Context: an optimization exercise on an open-source flow, tuned for small area, a short achievable clock period and few clock cycles per item. The choices shown serve that exercise and are no tape-out recipe. At most, simulation tests tie the RTL to the original design; equivalence was not proved. Power figures rest on the tool's default switching activity, not on a simulated workload.

Setup of build 6:
==> flow/design.v (excerpt) <==
module link_reconnect_backoff_controller (
    input  logic                          clk,
    input  logic                          rst_n,
    input  logic                          cfg_wr_en,
    input  logic [lrb_pkg::CFG_IDX_W-1:0] cfg_index,
    input  logic [lrb_pkg::MS_W-1:0]      cfg_wr_data,
    input  logic                          items_valid,
    output logic                          items_ready,
    input  logic [2:0]                    items_mode,
    input  logic [lrb_pkg::TIME_W-1:0]    items_now_ms,
    input  logic                          items_link_up,
    input  logic                          items_have_credentials,
    input  logic                          items_scan_busy,
    output logic                          results_valid,
    input  logic                          results_ready,
    output logic                          results_cmd_connect,
    output logic                          results_cmd_disconnect,
    output logic                          results_notify_up,
    output logic                          results_notify_down,
    output logic                          results_attempt_active,
    output logic [lrb_pkg::TIME_W-1:0]    results_event_epoch,
    output logic [lrb_pkg::MS_W-1:0]      results_current_backoff_ms
);
clock: 7.5 ns
lec_check: 0
cap_margin: 20
core_margin: 2
core_utilization: 40
cts_cluster_diameter: 200
cts_cluster_size: 20
setup_slack_margin: 3.25
slew_margin: 20
standard.sh (not shown) runs the stock make flow with config.mk's settings and CLKGATE_MAP_FILE= SYNTH_SCRIPT=/design/flow/synth_recipe.tcl, a recipe that flattens the netlist after the stock synthesis.
==> flow/flow/run.sh <==
#!/bin/bash
# The standard layout, with two changes:
# - the smallest plain buffer as the port buffer (every port is still buffered; the
#   standard flow picks a delay cell, and the footprint-matched resizing keeps it);
# - no separate half/full adder extraction before ABC maps the logic (the same
#   synthesis otherwise, so the same registers with the same names and cells).
set -euo pipefail
export BUFFER_PORTS_ARGS="-buffer_cell sky130_fd_sc_hd__buf_1"
export ADDER_MAP_FILE=
bash standard.sh > standard.log 2>&1
Testbench counts of build 6, summed over its fixed seeds: cycles 12,016, items 12,000.
Relative to build 6, the following input files were edited for build 55:
Settings: CTS_CLUSTER_SIZE removed (was 20); CTS_CLUSTER_DIAMETER removed (was 200); SETUP_SLACK_MARGIN changed from 3.25 to 3.5; SLEW_MARGIN changed from 20 to 10; CAP_MARGIN changed from 20 to 10.
--- outcome ---
Fmax | build 55 vs build 6 | build 55 faster
Relative to build 6, the worst setup slack after layout of build 55 is higher by 120 ps.
Area share of buffers outside the clock network: build 55 higher than build 6
Input-level comparison between build 56 and build 55:
Settings: putting CTS_CLUSTER_SIZE at 16 where nothing was set; putting CTS_BUF_LIST at sky130_fd_sc_hd__clkbuf_8 where nothing was set; swapping 10 for 20 in CAP_MARGIN; swapping 10 for 20 in SLEW_MARGIN; putting CTS_CLUSTER_DIAMETER at 200 where nothing was set.
==> summary.txt <==
No stage failed in build 56, and the final checks on the layout all came back clean. Any difference in number of vias per cell between build 56 and build 55 is small enough to ignore. From build 55 to build 56 the numbers moved as follows: met2 track demand over resource in global routing went down 0.28 points; area of all sequential standard cells held; clock network contribution to total cell area went down 3.3 points; slack of the critical path held; clock-buffer cell count went down about 50%. Any difference in register-to-register slack between build 56 and build 55 is small enough to ignore. From build 56 to build 55, area after synthesis did not move at all.
Input-level comparison between build 23 and build 56:
Settings: CTS_BUF_LIST removed (was sky130_fd_sc_hd__clkbuf_8); CTS_CLUSTER_SIZE removed (was 16); CTS_CLUSTER_DIAMETER removed (was 200).
diff --git a/flow/flow/run.sh b/flow/flow/run.sh
--- a/flow/flow/run.sh
+++ b/flow/flow/run.sh
@@ -2 +2 @@
-# The standard layout, with two changes:
+# The standard layout, with three changes:
@@ -6 +6,3 @@
-#   synthesis otherwise, so the same registers with the same names and cells).
+#   synthesis otherwise, so the same registers with the same names and cells);
+# - ORFS's power recovery after global routing, which downsizes gates off the
+#   critical paths.
@@ -9,0 +12 @@
+export RECOVER_POWER=100
To summarise build 23: no stage aborted, but the layout did not pass its checks, failing on capacitance limit, slew limit.
Sequential share of power, build 56 and build 23, higher one = build 56.
Lower hold slack among build 56 and build 23: build 56
Relative to build 56, length of routed met2 wiring increased by 1.9% in build 23.
Build 23 vs. build 56: setup slack of the critical path after layout saw a decrease, total length of routed wires up 470 µm, post-route clock skew decreased by 14 ps relative to the old numbers.
Of build 56 and build 23, the run reporting the lower number of violations of the max-capacitance limit was build 56.
There was hardly any difference in adder and majority cell fraction of the synthesized area between build 23 and build 56.
Relative to build 23, the following input files were edited for build 76:
Settings: CTS_CLUSTER_DIAMETER: unset -> 200; CORE_UTILIZATION: 40 -> 55; CTS_CLUSTER_SIZE: unset -> 20.
diff --git a/flow/flow/run.sh b/flow/flow/run.sh
--- a/flow/flow/run.sh
+++ b/flow/flow/run.sh
@@ -2 +2 @@
-# The standard layout, with three changes:
+# The standard layout, with two changes:
@@ -6,3 +6 @@
-#   synthesis otherwise, so the same registers with the same names and cells);
-# - ORFS's power recovery after global routing, which downsizes gates off the
-#   critical paths.
+#   synthesis otherwise, so the same registers with the same names and cells).
@@ -12 +9,0 @@
-export RECOVER_POWER=100
The final layout from build 76, which completed every stage, passed the timing, DRC and antenna checks at the end of the flow. Summary of the comparison: chip width is lower in build 76, relative to build 23. Compared to build 23, build 76 shows a wider setup margin. On build 76: starting density of the core is 15 points higher than what build 23 gave. Against build 23, build 76 reports a sequential share of layout area that is higher. Worst relative slew slack | build 76 above build 23. When build 76 is set beside build 23, its placeable core region turns out to be 11000 µm² smaller. Site row count (lower): build 76. Re final worst hold slack: build 76 and build 23 aren't equal, and the higher value belongs to build 23.


link_reconnect_backoff_controller, a different RTL version from the one above (not shown whole).
Size: about 270 flip-flops, ~16000 sq um of cells after synthesis.
==> flow/design.v (excerpt) <==
module link_reconnect_backoff_controller (
    input  logic                          clk,
    input  logic                          rst_n,
    input  logic                          cfg_wr_en,
    input  logic [lrb_pkg::CFG_IDX_W-1:0] cfg_index,
    input  logic [lrb_pkg::MS_W-1:0]      cfg_wr_data,
    input  logic                          items_valid,
    output logic                          items_ready,
    input  logic [2:0]                    items_mode,
    input  logic [lrb_pkg::TIME_W-1:0]    items_now_ms,
    input  logic                          items_link_up,
    input  logic                          items_have_credentials,
    input  logic                          items_scan_busy,
    output logic                          results_valid,
    input  logic                          results_ready,
    output logic                          results_cmd_connect,
    output logic                          results_cmd_disconnect,
    output logic                          results_notify_up,
    output logic                          results_notify_down,
    output logic                          results_attempt_active,
    output logic [lrb_pkg::TIME_W-1:0]    results_event_epoch,
    output logic [lrb_pkg::MS_W-1:0]      results_current_backoff_ms
);
==> flow/config.mk <==
export PLATFORM = sky130hd
export DESIGN_NAME = link_reconnect_backoff_controller
export DESIGN_NICKNAME = link_reconnect_backoff_controller
export VERILOG_FILES = /design/flow/design.v
export SDC_FILE = /design/flow/constraint.sdc
export NUM_CORES = 4
export LEC_CHECK = 0
export CAP_MARGIN = 20
export CORE_MARGIN = 2
export CORE_UTILIZATION = 40
export CTS_BUF_LIST = sky130_fd_sc_hd__clkbuf_8
export CTS_CLUSTER_SIZE = 30
export SETUP_SLACK_MARGIN = 3
export SLEW_MARGIN = 20
==> flow/constraint.sdc <==
create_clock -name core_clock -period 7.5 [get_ports {clk}]
set_input_delay 1.5000 -clock core_clock [delete_from_list [all_inputs] [get_ports {clk}]]
set_output_delay 1.5000 -clock core_clock [all_outputs]
set_load 0.01 [all_outputs]
==> flow/flow/run.sh <==
#!/bin/bash
# The standard layout, with the smallest plain buffer as the port buffer (every port is
# still buffered; the standard flow picks a delay cell, and the footprint-matched resizing
# then keeps that footprint).
set -euo pipefail
export BUFFER_PORTS_ARGS="-buffer_cell sky130_fd_sc_hd__buf_1"
bash standard.sh > standard.log 2>&1
The first run ran to the end with no violations.
Testbench counts at the start, summed over its fixed seeds: cycles 12,016, items 12,000.
Change:
==> flow/flow/run.sh (replaced) <==
#!/bin/bash
# The standard layout, with two changes:
# - the smallest plain buffer as the port buffer (every port is still buffered; the
#   standard flow picks a delay cell, and the footprint-matched resizing keeps it);
# - no separate half/full adder extraction before ABC maps the logic (the same
#   synthesis otherwise, so the same registers with the same names and cells).
set -euo pipefail
export BUFFER_PORTS_ARGS="-buffer_cell sky130_fd_sc_hd__buf_1"
export ADDER_MAP_FILE=
bash standard.sh > standard.log 2>&1
CTS_BUF_LIST = not set   (was sky130_fd_sc_hd__clkbuf_8)
CTS_CLUSTER_SIZE = not set   (was 30)
=>
- worst setup slack gets worse by 0.058 ns
- sequential share of layout area is lower by 0.48 points
- count of clock-buffer cells in the layout is lower by 20
- routed wire length is higher by 2.3%
- total power is higher by 6.7%
- hold slack gets better by 0.019 ns
- via count is higher by 6.3%
- global-route usage is higher by 0.42 points
- critical path depth is lower by 3
- cell count is higher by 2.1%
- final area is higher by 1.3%
Change:
==> flow/flow/run.sh (replaced) <==
#!/bin/bash
# The standard layout, with the smallest plain buffer as the port buffer (every port is
# still buffered; the standard flow picks a delay cell, and the footprint-matched resizing
# then keeps that footprint).
set -euo pipefail
export BUFFER_PORTS_ARGS="-buffer_cell sky130_fd_sc_hd__buf_1"
bash standard.sh > standard.log 2>&1
Result: The changed run finished clean; critical path depth goes up by 2; cell area is lower by about 1.8%; clock power grows by about 7%; worst setup slack gets better by 0.067 ns; via count fell by about 6%.
Change:
==> flow/run.sh (new file) <==
#!/bin/bash
# synth_recipe.tcl (not shown) runs the flow's synth.tcl, then flattens the netlist and writes it again
# the make line also repeats each setting of config.mk as NAME=value (left out here)
make -C /OpenROAD-flow-scripts/flow DESIGN_CONFIG=/design/flow/config.mk WORK_HOME=/design/flow/orfs CLKGATE_MAP_FILE= SYNTH_SCRIPT=/design/flow/synth_recipe.tcl finish
removed: flow/flow/run.sh
removed: flow/standard.sh
The changed run produced a clean layout.
Power rose slightly.
Clock skew came out lower by 0.0064 ns.
Worst setup slack is worse by 0.048 ns.
Maximum frequency went down slightly.
Via count hardly moves.
Design area goes up by a few percent.
Non-clock buffer count went up by 14.
Change:
SETUP_SLACK_MARGIN = 2   (was 3)
Outcome: The new run completed without violations; non-clock buffer count shrinks by 36; area after synthesis is unchanged; maximum frequency shrinks by 10%; clock power grows by about 5%; register-to-register slack gets worse by 0.52 ns; die area stays the same; design area shrinks by 2.7%; clock skew grows by 0.0052 ns; routed wire length shrinks by 2.9%.
Change:
==> flow/flow/run.sh (new file) <==
#!/bin/bash
# The standard layout, with the smallest plain buffer as the port buffer (every port is
# still buffered; the standard flow picks a delay cell, and the footprint-matched resizing
# then keeps that footprint).
set -euo pipefail
export BUFFER_PORTS_ARGS="-buffer_cell sky130_fd_sc_hd__buf_1"
bash standard.sh > standard.log 2>&1
==> flow/standard.sh (new file) <==
#!/bin/bash
# synth_recipe.tcl (not shown) runs the flow's synth.tcl, then flattens the netlist and writes it again
# the make line also repeats each setting of config.mk as NAME=value (left out here)
make -C /OpenROAD-flow-scripts/flow DESIGN_CONFIG=/design/flow/config.mk WORK_HOME=/design/flow/orfs CLKGATE_MAP_FILE= SYNTH_SCRIPT=/design/flow/synth_recipe.tcl "${@:-finish}"
CTS_BUF_LIST = sky130_fd_sc_hd__clkbuf_4   (was not set)
CTS_CLUSTER_SIZE = 20   (was not set)
SETUP_SLACK_MARGIN = 3   (was 2)
removed: flow/run.sh
The new run went through all stages and came out clean.
Wire length climbs by 3.6%.
Setup slack improved by 0.61 ns.
Clock skew increases by 0.022 ns.
Global-route usage rises by 0.62 points.
Via count goes up by 4.6%.
Cell area decreases by 2.0%.
Synthesized cell count does not change.
Worst hold slack gains 0.0095 ns.
Count of clock-buffer cells in the layout goes up by 70.


Another version of the RTL of link_reconnect_backoff_controller (not shown whole).
Size: about 1500 cells after synthesis, roughly 270 flip-flops, ~150 I/O pins, roughly 16000 um2 of cells after synthesis.
Design link_reconnect_backoff_controller, start of the top module:
module link_reconnect_backoff_controller (
    input  logic                          clk,
    input  logic                          rst_n,
    input  logic                          cfg_wr_en,
    input  logic [lrb_pkg::CFG_IDX_W-1:0] cfg_index,
    input  logic [lrb_pkg::MS_W-1:0]      cfg_wr_data,
    input  logic                          items_valid,
    output logic                          items_ready,
    input  logic [2:0]                    items_mode,
    input  logic [lrb_pkg::TIME_W-1:0]    items_now_ms,
    input  logic                          items_link_up,
    input  logic                          items_have_credentials,
    input  logic                          items_scan_busy,
    output logic                          results_valid,
    input  logic                          results_ready,
    output logic                          results_cmd_connect,
    output logic                          results_cmd_disconnect,
    output logic                          results_notify_up,
    output logic                          results_notify_down,
    output logic                          results_attempt_active,
    output logic [lrb_pkg::TIME_W-1:0]    results_event_epoch,
    output logic [lrb_pkg::MS_W-1:0]      results_current_backoff_ms
);
export LEC_CHECK = 0
export CAP_MARGIN = 20
export CORE_MARGIN = 2
export CORE_UTILIZATION = 65
export PLACE_DENSITY = 0.75
export SETUP_SLACK_MARGIN = 3.5
export SLEW_MARGIN = 20
create_clock -name core_clock -period 7.5 [get_ports {clk}]
==> flow/flow/run.sh <==
#!/bin/bash
# The standard layout, with two changes:
# - the smallest plain buffer as the port buffer (every port is still buffered; the
#   standard flow picks a delay cell, and the footprint-matched resizing keeps it);
# - no separate half/full adder extraction before ABC maps the logic (the same
#   synthesis otherwise, so the same registers with the same names and cells).
set -euo pipefail
export BUFFER_PORTS_ARGS="-buffer_cell sky130_fd_sc_hd__buf_1"
export ADDER_MAP_FILE=
bash standard.sh > standard.log 2>&1
Testbench counts at the start, summed over its fixed seeds: cycles 12,016, items 12,000.
==> next run, changes <==
CORE_UTILIZATION = 40   (was 65)
PLACE_DENSITY = default   (was 0.75)
SETUP_SLACK_MARGIN = 3   (was 3.5)
The changed run finished with timing, DRC and antenna clean.
First-iteration DRC count went down by 42%.
Hold slack got worse by 3.8 ps.
Non-clock buffer count went down by 37.
Final area went down by 1.3%.
Fmax went down by 8.1%.
Critical path depth went down by 2.
Via count went down by 4.4%.
==> next run, changes <==
SETUP_SLACK_MARGIN = 4   (was 3)
The new run finished clean.
Clock-buffer cell count rises by 13.
Cell count rises by 6.0%.
Via count rises by 8.9%.
Final area rises by 12%.
Worst setup slack gains 450 ps.
==> next run, changes <==
SETUP_SLACK_MARGIN = 3.5   (was 4)
Worst setup slack gets worse by 120 ps; clock-buffer cell count shrinks by 5; die area does not change.


link_reconnect_backoff_controller, a different RTL version from the one above (not shown whole).
Size in the first run: ~1,700 cells after synthesis, roughly 16,000 um2 of cells after synthesis.
Settings: LEC_CHECK=0, CAP_MARGIN=20, CORE_MARGIN=2, CORE_UTILIZATION=40, SETUP_SLACK_MARGIN=3.5, SLEW_MARGIN=20; clock period 7.5 ns.
run.sh (not shown) runs the stock make flow with config.mk's settings and CLKGATE_MAP_FILE= SYNTH_SCRIPT=/design/flow/synth_recipe.tcl, a recipe that flattens the netlist after the stock synthesis.
Stock flow here: none of the scripts above is used.
Testbench counts at the start, summed over its fixed seeds: cycles 12,008, items 12,000.
Edit:
Settings changed: SETUP_SLACK_MARGIN 3.5 to default.
- The new run completed with no timing, DRC or antenna violations
- via count is lower by 4.2%
- wire length falls by 5.3%
- first-iteration DRC count grows by 3.6%
- non-clock buffer count falls by 71
- count of clock-buffer cells in the layout decreases by 4
- sequential share of layout area increases by 2.8 points
- combinational power fell by 9.0%
- power fell by 5.0%
- area after synthesis is unchanged
- core utilization goes down by 4.8 points
Edit:
Settings changed: SETUP_SLACK_MARGIN from default to 2.
Effect: The changed run finished clean; setup slack is better by 990 ps; power grows by about 4.6%; register-to-register slack gets better by 550 ps; utilization rises by 3.9 points; final area went up by about 8%; global-route usage goes up by 0.79 points; sequential cell count does not change; synthesized area is unchanged; wire length rose by 6.3%; cell count came out higher by about 2.7%; via count rose by about 4.4%.


pine:
link_reconnect_backoff_controller, a different RTL version from the one above (not shown whole).
For scale: about 1,600 cells after synthesis, about 150 I/O pins, roughly 16,000 sq um of cells after synthesis.
==> flow/config.mk <==
export PLATFORM = sky130hd
export DESIGN_NAME = link_reconnect_backoff_controller
export DESIGN_NICKNAME = link_reconnect_backoff_controller
export VERILOG_FILES = /design/flow/design.v
export SDC_FILE = /design/flow/constraint.sdc
export NUM_CORES = 4
export LEC_CHECK = 0
export CAP_MARGIN = 20
export CORE_MARGIN = 2
export CORE_UTILIZATION = 40
export CTS_CLUSTER_DIAMETER = 200
export CTS_CLUSTER_SIZE = 20
export SETUP_SLACK_MARGIN = 3.5
export SLEW_MARGIN = 20
==> flow/constraint.sdc <==
create_clock -name core_clock -period 7.5 [get_ports {clk}]
set_input_delay 1.5000 -clock core_clock [delete_from_list [all_inputs] [get_ports {clk}]]
set_output_delay 1.5000 -clock core_clock [all_outputs]
set_load 0.01 [all_outputs]
standard.sh (not shown) runs the stock make flow with config.mk's settings and CLKGATE_MAP_FILE= SYNTH_SCRIPT=/design/flow/synth_recipe.tcl, a recipe that flattens the netlist after the stock synthesis.
Scripts as last shown in full above: flow/flow/run.sh
--- input diff pine..birch ---
- clearing CTS_CLUSTER_SIZE, which used to be 20
- clearing CTS_CLUSTER_DIAMETER, which used to be 200
==> summary.txt <==
- birch: flow completed, timing, DRC and antenna clean
- Worst setup path startpoint = s1_item_reg[29]: pine; worst setup path startpoint = tm_reg[29]: birch
- pine → birch: leakage power figure grew by 3.5%; overall fraction of global-route tracks in use grew by 0.32 points; combinational power held steady; total of max-cap violations held steady.
- Relative to pine, the first-pass GRT wire length of birch is higher by 1.3%.
- On birch: final cycle utilization of the critical path is 0.21 points lower than what pine gave.
- Met3 global-route usage (birch over pine): increase, 0.65 points
- Changes observed in birch relative to pine: sequential share of layout area -0.99 points, number of cells on the critical path has remained practically unchanged, minimum clock period now smaller.
No run of this note included a check of the RTL's function; only the layout flow was run.

-- port drivers added, routing unchanged --
In the flow no input, the clock included, has a driving cell. The finished layouts below were timed again as built, in two steps. Step 1: set_driving_cell puts a clkbuf_16 on clk and a buf_2 on each other input, an assumption about the parent block. Step 2 times the ports against the registers' clock, not the clock port: input delays grow and output delays shrink by t, the midpoint of the rising clock arrivals with the driver on. Slacks: ideal / step 1 / step 2; pairs: ideal / step 1.
run	t, ns	setup WS [ns]	hold WS [ns]	worst register clock-pin slew, ns
build 6	0.554	3.431 / 3.431 / 3.034	0.479 / 0.479 / 0.479	0.09 / 0.09
build 55	0.618	3.547 / 3.547 / 3.219	0.480 / 0.480 / 0.480	0.06 / 0.06
build 56	0.607	3.545 / 3.545 / 3.259	0.461 / 0.461 / 0.461	0.12 / 0.12
build 23	0.622	2.143 / 2.143 / 2.143	0.479 / 0.479 / 0.479	0.06 / 0.06
build 76	0.557	3.481 / 3.481 / 3.215	0.442 / 0.442 / 0.442	0.09 / 0.09
the first run of note 2	0.665	2.912 / 2.912 / 2.912	0.472 / 0.472 / 0.472	0.07 / 0.07
the second run of note 2	0.615	2.854 / 2.854 / 2.701	0.492 / 0.492 / 0.492	0.06 / 0.06
the third run of note 2	0.577	2.921 / 2.921 / 2.921	0.471 / 0.471 / 0.471	0.06 / 0.06
the fourth run of note 2	0.625	2.873 / 2.873 / 2.873	0.472 / 0.472 / 0.472	0.06 / 0.06
the fifth run of note 2	0.595	2.355 / 2.355 / 2.355	0.462 / 0.462 / 0.462	0.06 / 0.06
the sixth run of note 2	0.827	2.965 / 2.965 / 2.965	0.472 / 0.472 / 0.472	0.08 / 0.08
the first run of note 3	0.622	3.529 / 3.529 / 3.171	0.482 / 0.482 / 0.482	0.07 / 0.07
the second run of note 3	0.636	3.177 / 3.177 / 2.869	0.478 / 0.478 / 0.478	0.07 / 0.07
the third run of note 3	0.587	3.629 / 3.629 / 3.545	0.475 / 0.475 / 0.475	0.06 / 0.06
the fourth run of note 3	0.623	3.514 / 3.514 / 3.205	0.473 / 0.473 / 0.473	0.07 / 0.07
the first run of note 4	0.629	1.660 / 1.681 / 1.052	0.492 / 0.492 / 0.492	0.07 / 0.07
the second run of note 4	0.626	0.551 / 0.587 / -0.039	0.487 / 0.487 / 0.487	0.07 / 0.07
the third run of note 4	0.621	1.543 / 1.556 / 0.935	0.472 / 0.472 / 0.472	0.06 / 0.06
pine	0.555	3.621 / 3.621 / 3.257	0.482 / 0.482 / 0.482	0.10 / 0.10
birch	0.631	3.637 / 3.637 / 3.240	0.481 / 0.481 / 0.481	0.07 / 0.07
Met with ideal ports but missed after step 2: setup timing in the second run of note 4.
